From an optimization exercise on the open Yosys and OpenROAD flow, aimed at small area, a short achievable clock period and few clock cycles per item; shortcuts taken in it are not production practice. Function was checked by simulation only, so behaviour that the tests miss may differ from the original. Power figures rest on the tool's default switching activity, not on a simulated workload.

## flow/run.sh

```bash
#!/bin/bash
# synth_recipe.tcl (not shown) runs the flow's synth.tcl, then flattens the netlist and writes it again
# the make line also repeats each setting of config.mk as NAME=value (left out here)
make -C /OpenROAD-flow-scripts/flow DESIGN_CONFIG=/design/flow/config.mk WORK_HOME=/design/flow/orfs CLKGATE_MAP_FILE= SYNTH_SCRIPT=/design/flow/synth_recipe.tcl finish
```

## flow/config.mk

```make
export PLATFORM = sky130hd
export DESIGN_NAME = pifo_top
export DESIGN_NICKNAME = pifo_top
export VERILOG_FILES = /design/flow/design.v
export SDC_FILE = /design/flow/constraint.sdc
export NUM_CORES = 4
export LEC_CHECK = 0
export CAP_MARGIN = 20
export CORE_MARGIN = 2
export CORE_UTILIZATION = 40
export SLEW_MARGIN = 20
```

## flow/constraint.sdc

```tcl
create_clock -name core_clock -period 7.0 [get_ports {i_clk}]
set_input_delay 1.4000 -clock core_clock [delete_from_list [all_inputs] [get_ports {i_clk}]]
set_output_delay 1.4000 -clock core_clock [all_outputs]
set_load 0.01 [all_outputs]
```

## flow/design.v

```verilog
`default_nettype none
package pifo_pkg;
    localparam int RANK_W     = 4;
    localparam int PAYLOAD_W  = 8;
    localparam int MAX_LEVELS = 6;
    localparam int COUNT_W    = MAX_LEVELS + 1;   
    typedef logic [RANK_W-1:0]    rank_t;      
    typedef logic [PAYLOAD_W-1:0] payload_t;
    typedef logic [COUNT_W-1:0]   count_t;
    typedef struct packed {
        payload_t payload;
        rank_t    rank;        
    } entry_t;
    typedef struct packed {
        count_t count;         
        entry_t entry;
    } slot_t;
    typedef struct packed {
        slot_t slot1;
        slot_t slot0;
    } node_word_t;
    localparam rank_t  EMPTY_RANK  = '1;
    localparam entry_t EMPTY_ENTRY = {PAYLOAD_W'(0), EMPTY_RANK};
    localparam slot_t  EMPTY_SLOT  = {COUNT_W'(0), EMPTY_ENTRY};
    typedef enum logic [1:0] {
        ST_IDLE = 2'b00,
        ST_PUSH = 2'b01,
        ST_POP  = 2'b11,
        ST_WB   = 2'b10
    } level_state_e;
endpackage
`default_nettype wire
`timescale 1ns/100ps
`default_nettype none
module pifo_host_port #(
    parameter int LEVELS = 6
) (
    input  wire               i_clk,
    input  wire               i_arst_n,
    input  wire               i_push,
    input  wire               i_pop,
    input  pifo_pkg::rank_t    i_rank,
    input  pifo_pkg::payload_t i_payload,
    output logic              o_ready,
    output logic              o_full,
    output logic              o_empty,
    output logic              o_push_cmd,
    output logic              o_pop_cmd,
    output pifo_pkg::entry_t   o_push_entry,
    output logic              o_pop_pending
);
    localparam int CAPACITY = 2 ** (LEVELS + 1) - 2;
    localparam int OCC_W    = $clog2(CAPACITY + 1);
    logic [OCC_W-1:0] occ_q;
    logic [1:0]       gap_q;     
    assign o_ready = (gap_q == 2'd0);
    assign o_full  = (occ_q == OCC_W'(CAPACITY));
    assign o_empty = (occ_q == '0);
    assign o_pop_cmd  = i_pop & o_ready & ~o_empty;
    assign o_push_cmd = i_push & ~i_pop & o_ready & ~o_full;
    assign o_push_entry = {i_payload, i_rank};
    always_ff @(posedge i_clk or negedge i_arst_n) begin
        if (!i_arst_n) begin
            occ_q         <= '0;
            gap_q         <= 2'd0;
            o_pop_pending <= 1'b0;
        end else begin
            o_pop_pending <= o_pop_cmd;   
            if (o_pop_cmd) begin
                occ_q <= occ_q - 1'b1;
                gap_q <= 2'd2;            
            end else if (o_push_cmd) begin
                occ_q <= occ_q + 1'b1;
                gap_q <= 2'd1;            
            end else if (gap_q != 2'd0) begin
                gap_q <= gap_q - 1'b1;
            end
        end
    end
endmodule
`default_nettype wire
`timescale 1ns/100ps
`default_nettype none
module pifo_level_ram #(
    parameter int  LEVEL_IDX = 0,
    localparam int ADDR_W    = (LEVEL_IDX == 0) ? 1 : LEVEL_IDX
) (
    input  wire                 i_clk,
    input  wire                 i_arst_n,
    input  wire                 i_rd_en,
    input  wire [ADDR_W-1:0]    i_rd_addr,
    input  wire                 i_wr_en,
    input  wire [ADDR_W-1:0]    i_wr_addr,
    input  pifo_pkg::node_word_t i_wr_word,
    output pifo_pkg::node_word_t o_rd_word
);
    localparam int DEPTH = 2 ** LEVEL_IDX;   
    localparam pifo_pkg::node_word_t EMPTY_WORD = {pifo_pkg::EMPTY_SLOT, pifo_pkg::EMPTY_SLOT};
    localparam int W = 2 * (pifo_pkg::COUNT_W + pifo_pkg::RANK_W + pifo_pkg::PAYLOAD_W);
    logic [DEPTH*W-1:0] mem_q;
    pifo_pkg::node_word_t rd_mux;
    for (genvar i = 0; i < DEPTH; i++) begin : g_word
        always_ff @(posedge i_clk or negedge i_arst_n) begin
            if (!i_arst_n)
                mem_q[i*W +: W] <= EMPTY_WORD;
            else if (i_wr_en && i_wr_addr == ADDR_W'(i))
                mem_q[i*W +: W] <= i_wr_word;
        end
    end
    if (DEPTH == 1) begin : g_one
        assign rd_mux = mem_q;
    end else begin : g_many
        assign rd_mux = mem_q[i_rd_addr*W +: W];
    end
    always_ff @(posedge i_clk or negedge i_arst_n) begin
        if (!i_arst_n)
            o_rd_word <= EMPTY_WORD;
        else if (i_rd_en)
            o_rd_word <= rd_mux;   
    end
endmodule
`default_nettype wire
`timescale 1ns/100ps
`default_nettype none
module pifo_level #(
    parameter int  LEVELS    = 3,
    parameter int  LEVEL_IDX = 0,
    localparam int ADDR_W    = (LEVEL_IDX == 0) ? 1 : LEVEL_IDX
) (
    input  wire                   i_clk,
    input  wire                   i_arst_n,
    input  wire                   i_push,
    input  pifo_pkg::entry_t       i_push_entry,
    input  wire                   i_pop,
    input  wire [ADDR_W-1:0]      i_addr,
    output pifo_pkg::entry_t       o_pop_entry,
    input  pifo_pkg::entry_t       i_child_pop_entry,
    output logic                  o_child_push,
    output pifo_pkg::entry_t       o_child_push_entry,
    output logic                  o_child_pop,
    output logic [LEVEL_IDX:0]    o_child_addr,
    output logic                  o_rd_en,
    output logic [ADDR_W-1:0]     o_rd_addr,
    input  pifo_pkg::node_word_t   i_rd_word,
    output logic                  o_wr_en,
    output logic [ADDR_W-1:0]     o_wr_addr,
    output pifo_pkg::node_word_t   o_wr_word
);
    localparam bit IS_LEAF = (LEVEL_IDX >= LEVELS - 1);
    pifo_pkg::level_state_e      state_q;
    pifo_pkg::level_state_e      state_d;
    pifo_pkg::entry_t            entry_q;    
    logic [ADDR_W-1:0] addr_q;
    logic   cmd_take;
    logic   push_sel;
    logic   pop_sel;
    logic   sel;
    pifo_pkg::slot_t  sel_slot;
    pifo_pkg::slot_t  new_slot;
    logic   child_push;
    logic   child_pop;
    pifo_pkg::entry_t child_push_entry;
    logic   [ADDR_W:0] child_addr_full;
    assign cmd_take  = (i_push | i_pop) & (state_q != pifo_pkg::ST_POP);
    assign o_rd_en   = cmd_take;
    assign o_rd_addr = i_addr;
    always_comb begin
        state_d = pifo_pkg::ST_IDLE;
        if (state_q == pifo_pkg::ST_POP) begin
            state_d = pifo_pkg::ST_WB;
        end else if (i_pop) begin
            state_d = pifo_pkg::ST_POP;
        end else if (i_push) begin
            state_d = pifo_pkg::ST_PUSH;
        end
    end
    always_ff @(posedge i_clk or negedge i_arst_n) begin
        if (!i_arst_n)
            state_q <= pifo_pkg::ST_IDLE;
        else
            state_q <= state_d;
    end
    always_ff @(posedge i_clk) begin
        if (cmd_take) begin
            entry_q <= i_push_entry;
            addr_q  <= i_addr;
        end
    end
    assign push_sel = (i_rd_word.slot1.count < i_rd_word.slot0.count);
    assign pop_sel  = (i_rd_word.slot1.entry.rank < i_rd_word.slot0.entry.rank);
    assign sel      = (state_q == pifo_pkg::ST_PUSH) ? push_sel : pop_sel;
    assign sel_slot = sel ? i_rd_word.slot1 : i_rd_word.slot0;
    always_comb begin
        new_slot         = sel_slot;
        o_wr_en          = 1'b0;
        child_push       = 1'b0;
        child_push_entry = entry_q;
        child_pop        = 1'b0;
        o_pop_entry      = pifo_pkg::EMPTY_ENTRY;
        case (state_q)
            pifo_pkg::ST_PUSH: begin
                o_wr_en        = 1'b1;
                new_slot.count = sel_slot.count + 1'b1;
                if (sel_slot.entry.rank == pifo_pkg::EMPTY_RANK) begin
                    new_slot.entry = entry_q;           
                end else begin
                    child_push = 1'b1;
                    if (entry_q.rank < sel_slot.entry.rank) begin
                        new_slot.entry   = entry_q;
                        child_push_entry = sel_slot.entry;
                    end
                end
            end
            pifo_pkg::ST_POP: begin
                o_pop_entry = sel_slot.entry;
                child_pop   = 1'b1;
            end
            pifo_pkg::ST_WB: begin
                o_wr_en        = 1'b1;
                new_slot.entry = i_child_pop_entry;     
                if (sel_slot.count != '0)
                    new_slot.count = sel_slot.count - 1'b1;
            end
            default: ;
        endcase
    end
    always_comb begin
        o_wr_word = i_rd_word;
        if (sel)
            o_wr_word.slot1 = new_slot;
        else
            o_wr_word.slot0 = new_slot;
    end
    assign o_wr_addr = addr_q;
    assign child_addr_full = {addr_q, sel};
    assign o_child_addr    = child_addr_full[LEVEL_IDX:0];   
    assign o_child_push       = IS_LEAF ? 1'b0 : child_push;
    assign o_child_pop        = IS_LEAF ? 1'b0 : child_pop;
    assign o_child_push_entry = child_push_entry;
endmodule
`default_nettype wire
`timescale 1ns/100ps
`default_nettype none
module pifo_pop_out (
    input  wire               i_clk,
    input  wire               i_arst_n,
    input  wire               i_capture,
    input  pifo_pkg::entry_t   i_entry,
    output logic              o_pop_valid,
    output pifo_pkg::rank_t    o_pop_rank,
    output pifo_pkg::payload_t o_pop_payload
);
    pifo_pkg::rank_t    rank_q;
    pifo_pkg::payload_t payload_q;
    always_ff @(posedge i_clk or negedge i_arst_n) begin
        if (!i_arst_n)
            o_pop_valid <= 1'b0;
        else
            o_pop_valid <= i_capture;
    end
    always_ff @(posedge i_clk) begin
        if (i_capture) begin
            rank_q    <= i_entry.rank;
            payload_q <= i_entry.payload;
        end
    end
    assign o_pop_rank    = rank_q;
    assign o_pop_payload = payload_q;
endmodule
`default_nettype wire
`timescale 1ns/100ps
`default_nettype none
module pifo_top #(
    parameter int LEVELS = 6
) (
    input  wire               i_clk,
    input  wire               i_arst_n,
    input  wire               i_push,
    input  wire               i_pop,
    input  pifo_pkg::rank_t    i_rank,
    input  pifo_pkg::payload_t i_payload,
    output logic              o_ready,
    output logic              o_full,
    output logic              o_empty,
    output logic              o_pop_valid,
    output pifo_pkg::rank_t    o_pop_rank,
    output pifo_pkg::payload_t o_pop_payload
);
    if (LEVELS < 1 || LEVELS > pifo_pkg::MAX_LEVELS) begin : g_bad_depth
        $error("pifo_top: LEVELS out of range");
    end
    localparam int EW = pifo_pkg::RANK_W + pifo_pkg::PAYLOAD_W;
    logic [LEVELS-1:0]        lvl_push;
    logic [LEVELS-1:0]        lvl_pop;
    logic [LEVELS*EW-1:0]     lvl_push_entry;
    logic [LEVELS*EW-1:0]     lvl_pop_entry;
    logic [LEVELS*LEVELS-1:0] lvl_addr;
    logic              pop_pending;
    pifo_host_port #(
        .LEVELS (LEVELS)
    ) i_host_port (
        .i_clk         (i_clk),
        .i_arst_n      (i_arst_n),
        .i_push        (i_push),
        .i_pop         (i_pop),
        .i_rank        (i_rank),
        .i_payload     (i_payload),
        .o_ready       (o_ready),
        .o_full        (o_full),
        .o_empty       (o_empty),
        .o_push_cmd    (lvl_push[0]),
        .o_pop_cmd     (lvl_pop[0]),
        .o_push_entry  (lvl_push_entry[EW-1:0]),
        .o_pop_pending (pop_pending)
    );
    assign lvl_addr[LEVELS-1:0] = '0;   
    for (genvar k = 0; k < LEVELS; k++) begin : g_level
        localparam int AW = (k == 0) ? 1 : k;
        logic        child_push;
        logic        child_pop;
        pifo_pkg::entry_t      child_push_entry;
        pifo_pkg::entry_t      child_ret;
        logic [k:0]  child_addr;
        logic        rd_en;
        logic        wr_en;
        logic [AW-1:0] rd_addr;
        logic [AW-1:0] wr_addr;
        pifo_pkg::node_word_t  rd_word;
        pifo_pkg::node_word_t  wr_word;
        pifo_level #(
            .LEVELS    (LEVELS),
            .LEVEL_IDX (k)
        ) i_level (
            .i_clk              (i_clk),
            .i_arst_n           (i_arst_n),
            .i_push             (lvl_push[k]),
            .i_push_entry       (lvl_push_entry[k*EW +: EW]),
            .i_pop              (lvl_pop[k]),
            .i_addr             (lvl_addr[k*LEVELS +: AW]),
            .o_pop_entry        (lvl_pop_entry[k*EW +: EW]),
            .i_child_pop_entry  (child_ret),
            .o_child_push       (child_push),
            .o_child_push_entry (child_push_entry),
            .o_child_pop        (child_pop),
            .o_child_addr       (child_addr),
            .o_rd_en            (rd_en),
            .o_rd_addr          (rd_addr),
            .i_rd_word          (rd_word),
            .o_wr_en            (wr_en),
            .o_wr_addr          (wr_addr),
            .o_wr_word          (wr_word)
        );
        pifo_level_ram #(
            .LEVEL_IDX (k)
        ) i_ram (
            .i_clk     (i_clk),
            .i_arst_n  (i_arst_n),
            .i_rd_en   (rd_en),
            .i_rd_addr (rd_addr),
            .i_wr_en   (wr_en),
            .i_wr_addr (wr_addr),
            .i_wr_word (wr_word),
            .o_rd_word (rd_word)
        );
        if (k < LEVELS - 1) begin : g_link
            assign lvl_push[k+1]       = child_push;
            assign lvl_pop[k+1]        = child_pop;
            assign lvl_push_entry[(k+1)*EW +: EW] = child_push_entry;
            assign lvl_addr[(k+1)*LEVELS +: LEVELS] = {{(LEVELS - k - 1){1'b0}}, child_addr};
            assign child_ret           = lvl_pop_entry[(k+1)*EW +: EW];
        end else begin : g_leaf
            assign child_ret = pifo_pkg::EMPTY_ENTRY;   
        end
    end
    pifo_pop_out i_pop_out (
        .i_clk         (i_clk),
        .i_arst_n      (i_arst_n),
        .i_capture     (pop_pending),
        .i_entry       (lvl_pop_entry[EW-1:0]),
        .o_pop_valid   (o_pop_valid),
        .o_pop_rank    (o_pop_rank),
        .o_pop_payload (o_pop_payload)
    );
endmodule
`default_nettype wire
```

==> notes.md <==
Worst VDD drop 0.7760 mV; count of pins over their slew limit 0; Worst R2R Start g_level[2].i_level.state_q[1]$_DFF_PN0_; CP endpoint kind register; First DRT Iteration DRCs 7,639; Syn Nets roughly 12,000; Crit path arrival time about 6200 ps; initial core utilization 40.17%; Seq/Total Area, Yosys 54.76%; drt drc 0; CTS Sinks 2,744; Worst R2R Setup Slack 1630 ps; clock power share 24.8%; global-route wire length before repair 561,000 microns; Synth area leaders dfrtp_1 41%, dfstp_2 11%, mux4_2 11%; Final Setup Violations 0; crit path launch type register; CP cell instances inv_1, ha_1, clkinv_1, nor3_1, nor3_2, inv_2, buf_4, mux2i_1, ha_1, inv_1, a31oi_1, nor2_1, nor2_1, a22o_1, nor3_1, o31ai_1; sw frac 39.51%; Post-synth ARST share 96.39%; WL/cell 23.01 microns; Worst path depth 16; Post-Syn Area 127,600 sq um; number of library cell types mapped by synthesis 103; Max FO, Critical Path 50; unrepaired setup endpoints after global routing no; Worst-Margin Slew 1141 ps; Post-synth EDFFs 99; area leader, netlist dfrtp_1; most frequent cells in the layout 2,398 x nand2_1, 2,093 x dfrtp_1, 2,025 x o21ai_0, 638 x mux4_2, 552 x dfstp_2; Cell Int Power 0.03843 W; CP max-delay cell nor2_1; postcts setup bufs 0; fin crit share 76.77%; hold crit path type in2async; CTS Buf Count 299; GPL Wtd Cong 0.8521; cts hold-fix bufs 0; initial antenna violation count 5; Pwr per Cell Area 449.0 nW/um^2; CTS Root Cell clkbuf_16; drt via density 5.791; Detailed Place HPWL around 210,000 microns; leakage power 59.15 nW; Avg Cell Area, Syn 10.92 sq um; # port buffers 31; crit path buf inv count 5; core area 317,500 sq um; worst relative slew slack about a quarter; crit path kind reg2reg; fraction of layout cells with a size suffix above 1 20.58%; Final #Nets 11,360; Clock Latency Late Sink 910 ps; minimum clock period 5374 ps; CP required 7780 ps; commonest non-fill, non-tap cell in the layout nand2_1; vias in the first global route 92,760; Net Switching 0.02511 W; Yosys warnings 14; top cell type's share of synthesized area 41.06%; Final Skew 55.38 ps; Clock Tree Buf Depth 4; Setup TNS Final 0 ps; Tot GR Track Use 22.16%; sequential cell fraction of total power around a third; ys flop type dfrtp_1; grt total ovfl 0; biggest cell delay along the critical path 740 ps; Comb power frac 40.3%; die area 323,400 sq um; total detailed-routing wirelength about 360,000 microns; via count 90,700; post-CTS sizing 0; outcome timing/DRC/antenna clean; DIE WIDTH 568.7 microns; DR pass1 iterations 10; cell class contributing the biggest share of worst-path delay simple AND/OR/NAND/NOR gates; Rows between 200 and 250; Final Hold Fails 0; worst r2r dst g_level[2].i_ram.mem_q[42]$_DFFE_PN0P_; H-tree depth 5; ANT nets after route 0; Top Ports 32; Max Cap Viol 0; die height 568.7 microns; FF+latch count, synth 2,744; CTS tree yes; CTS clock-pin slew for the worst setup and hold paths 60 ps; largest net degree at the start of global routing approximately 180; Peak Freq roughly 190 MHz; Worst R2R Path Depth 16; final core utilization 44.57%; P&R area growth vs syn 10.94%; cell count after synthesis 11,680
## layer usage
layer	track usage (%)	routed length (microns)	vias up
met2	36.23	171400	2969
met1	30.06	153200	46520
met4	8.267	13310	6
met5	0	41	-
li1	-	-	40490
met3	3.096	22430	720
## layout make-up
| cell class | instances | area, sq um |
|---|---|---|
| Tap cell | 4180 | 5230 |
| Multi-Input combinational cell | 7801 | 53820 |
| Antenna cell | 2 | 5.005 |
| Inverter | 158 | 598.1 |
| Clock inverter | 84 | 852.1 |
| Timing Repair Buffer | 229 | 2233 |
| Clock buffer | 464 | 8917 |
| Sequential cell | 2744 | 69850 |
| Fill cell | 29060 | 176000 |
## how the worst max path moves through the flow
stage | from | end
final | g_level[2].i_level.state_q[1]$_DFF_PN0_ | g_level[2].i_ram.mem_q[42]$_DFFE_PN0P_
after global routing | g_level[2].i_level.state_q[1]$_DFF_PN0_ | g_level[2].i_ram.mem_q[102]$_DFFE_PN0P_
after CTS | g_level[3].i_ram.o_rd_word[14]$_DFFE_PN0P_ | g_level[3].i_ram.mem_q[191]$_DFFE_PN1P_
after floorplan | g_level[5].i_ram.o_rd_word[14]$_DFFE_PN0P_ | g_level[5].i_ram.mem_q[1003]$_DFFE_PN0P_
after detailed placement | g_level[3].i_ram.o_rd_word[14]$_DFFE_PN0P_ | g_level[3].i_ram.mem_q[191]$_DFFE_PN1P_
after global placement | g_level[3].i_ram.o_rd_word[14]$_DFFE_PN0P_ | g_level[3].i_ram.mem_q[191]$_DFFE_PN1P_
## power groups by stage
stage               combinational, W  clock [W]  sequential [W]
finish                        0.0256     0.0158          0.0221
global route                  0.0281     0.0167          0.0225
CTS                           0.0255     0.0161          0.0221
detailed placement            0.0255          0          0.0224
global placement              0.0249          0          0.0221
floorplan                     0.0194          0          0.0215
## synth_stat cells, types with 13 or more instances
cell type / instances
nand2_1: 2449
dfrtp_1: 2093
o21ai_0: 2034
clkbuf_1: 797
mux4_2: 638
dfstp_2: 552
nor2_1: 501
mux2_2: 360
a21oi_1: 348
mux2i_1: 191
o31ai_1: 157
inv_1: 147
ha_1: 106
nor3_1: 100
edfxtp_1: 99
a22oi_1: 82
buf_2: 77
a31oi_1: 64
o21ai_1: 60
nand3_1: 59
nand4_1: 46
nand2b_1: 45
buf_1: 44
nor2b_1: 43
buf_4: 37
o211ai_1: 29
a22o_1: 26
o22ai_1: 25
a21o_1: 23
o221ai_1: 23
and3_1: 22
nor4_1: 22
o21a_1: 22
a41oi_1: 21
xnor2_1: 18
and2_1: 17
buf_6: 17
a221o_1: 15
maj3_1: 14
o2111ai_1: 14
a211oi_1: 13
o2bb2ai_1: 13
or2_2: 13
## through the flow
stage | std cells | worst slack (ps) | hold slack, ps | power (W) | area (sq um)
after floorplan | 11680 | 2458 | 424.4 | 0.04081 | 127600
after global placement | 15110 | 1827 | 449.0 | 0.04704 | 131400
after detailed placement | 15110 | 1712 | 462.3 | 0.04786 | 131500
after CTS | 15650 | 1676 | 448.7 | 0.06373 | 141200
after global routing | 15660 | 1282 | 481.7 | 0.06733 | 141500
final | 15660 | 1626 | 466.1 | 0.06354 | 141500
## flip-flops by register name, indices dropped and copies added (netlist names), 2 cells and up
| signal | count |
|---|---|
| g_level.i_ram.o_rd_word | 228 |
| g_level.i_level.entry_q | 72 |
| i_pop_out.rank_q | 4 |
| g_level.i_level.addr_q | 15 |
| g_level.i_level.state_q | 12 |
| i_host_port.occ_q | 7 |
| i_pop_out.payload_q | 8 |
| g_level.i_ram.mem_q | 2394 |
| i_host_port.gap_q | 2 |
## worst register-to-register path: stages, from the launching register on
cell and delay, ps:
dfrtp_1 400, inv_1 70, ha_1 420, clkinv_1 390, nor3_1 410, nor3_2 120, inv_2 120, buf_4 550
mux2i_1 490, ha_1 220, inv_1 50, a31oi_1 340, nor2_1 180, nor2_1 740, a22o_1 310, nor3_1 90
o31ai_1 330
## kinds of logic after synthesis
group | share of synthesized area (%)
adder cells (fa/ha/maj) | 1.165
multiplexers | 15.96
AND/OR/NAND/NOR | 10.62
AO/OA/AOI/OAI | 13.71
XOR/XNOR | 0.1442
flip-flops | 54.76
buffers and inverters | 3.626
Testbench counts, summed over its fixed seeds: cycles 119,874, ops 48,000.

-- port drivers added, routing unchanged --
The flow's constraints put no driver on any port. The routed layout listed below was extracted and timed again, unchanged, in two steps. Step 1 sets driving cells, clkbuf_16 on the clock port and buf_2 on the other inputs (assumed; they add their load-dependent delay and slew). Step 2 times the ports against the registers' clock, not the clock port: input delays grow and output delays shrink by t, the midpoint of the rising clock arrivals with the driver on. Slacks: no drivers / after step 1 / after step 2; pairs: no drivers / after step 1.
t, ns: 1.000
setup WS [ns]: 1.626 / 1.626 / 1.626
latest minus earliest clock arrival (ns): 0.086 / 0.085
After both steps this run still meets setup and hold. The setup slack of this run moves by 0.000 ns with the drivers and by 0.000 ns with both steps.
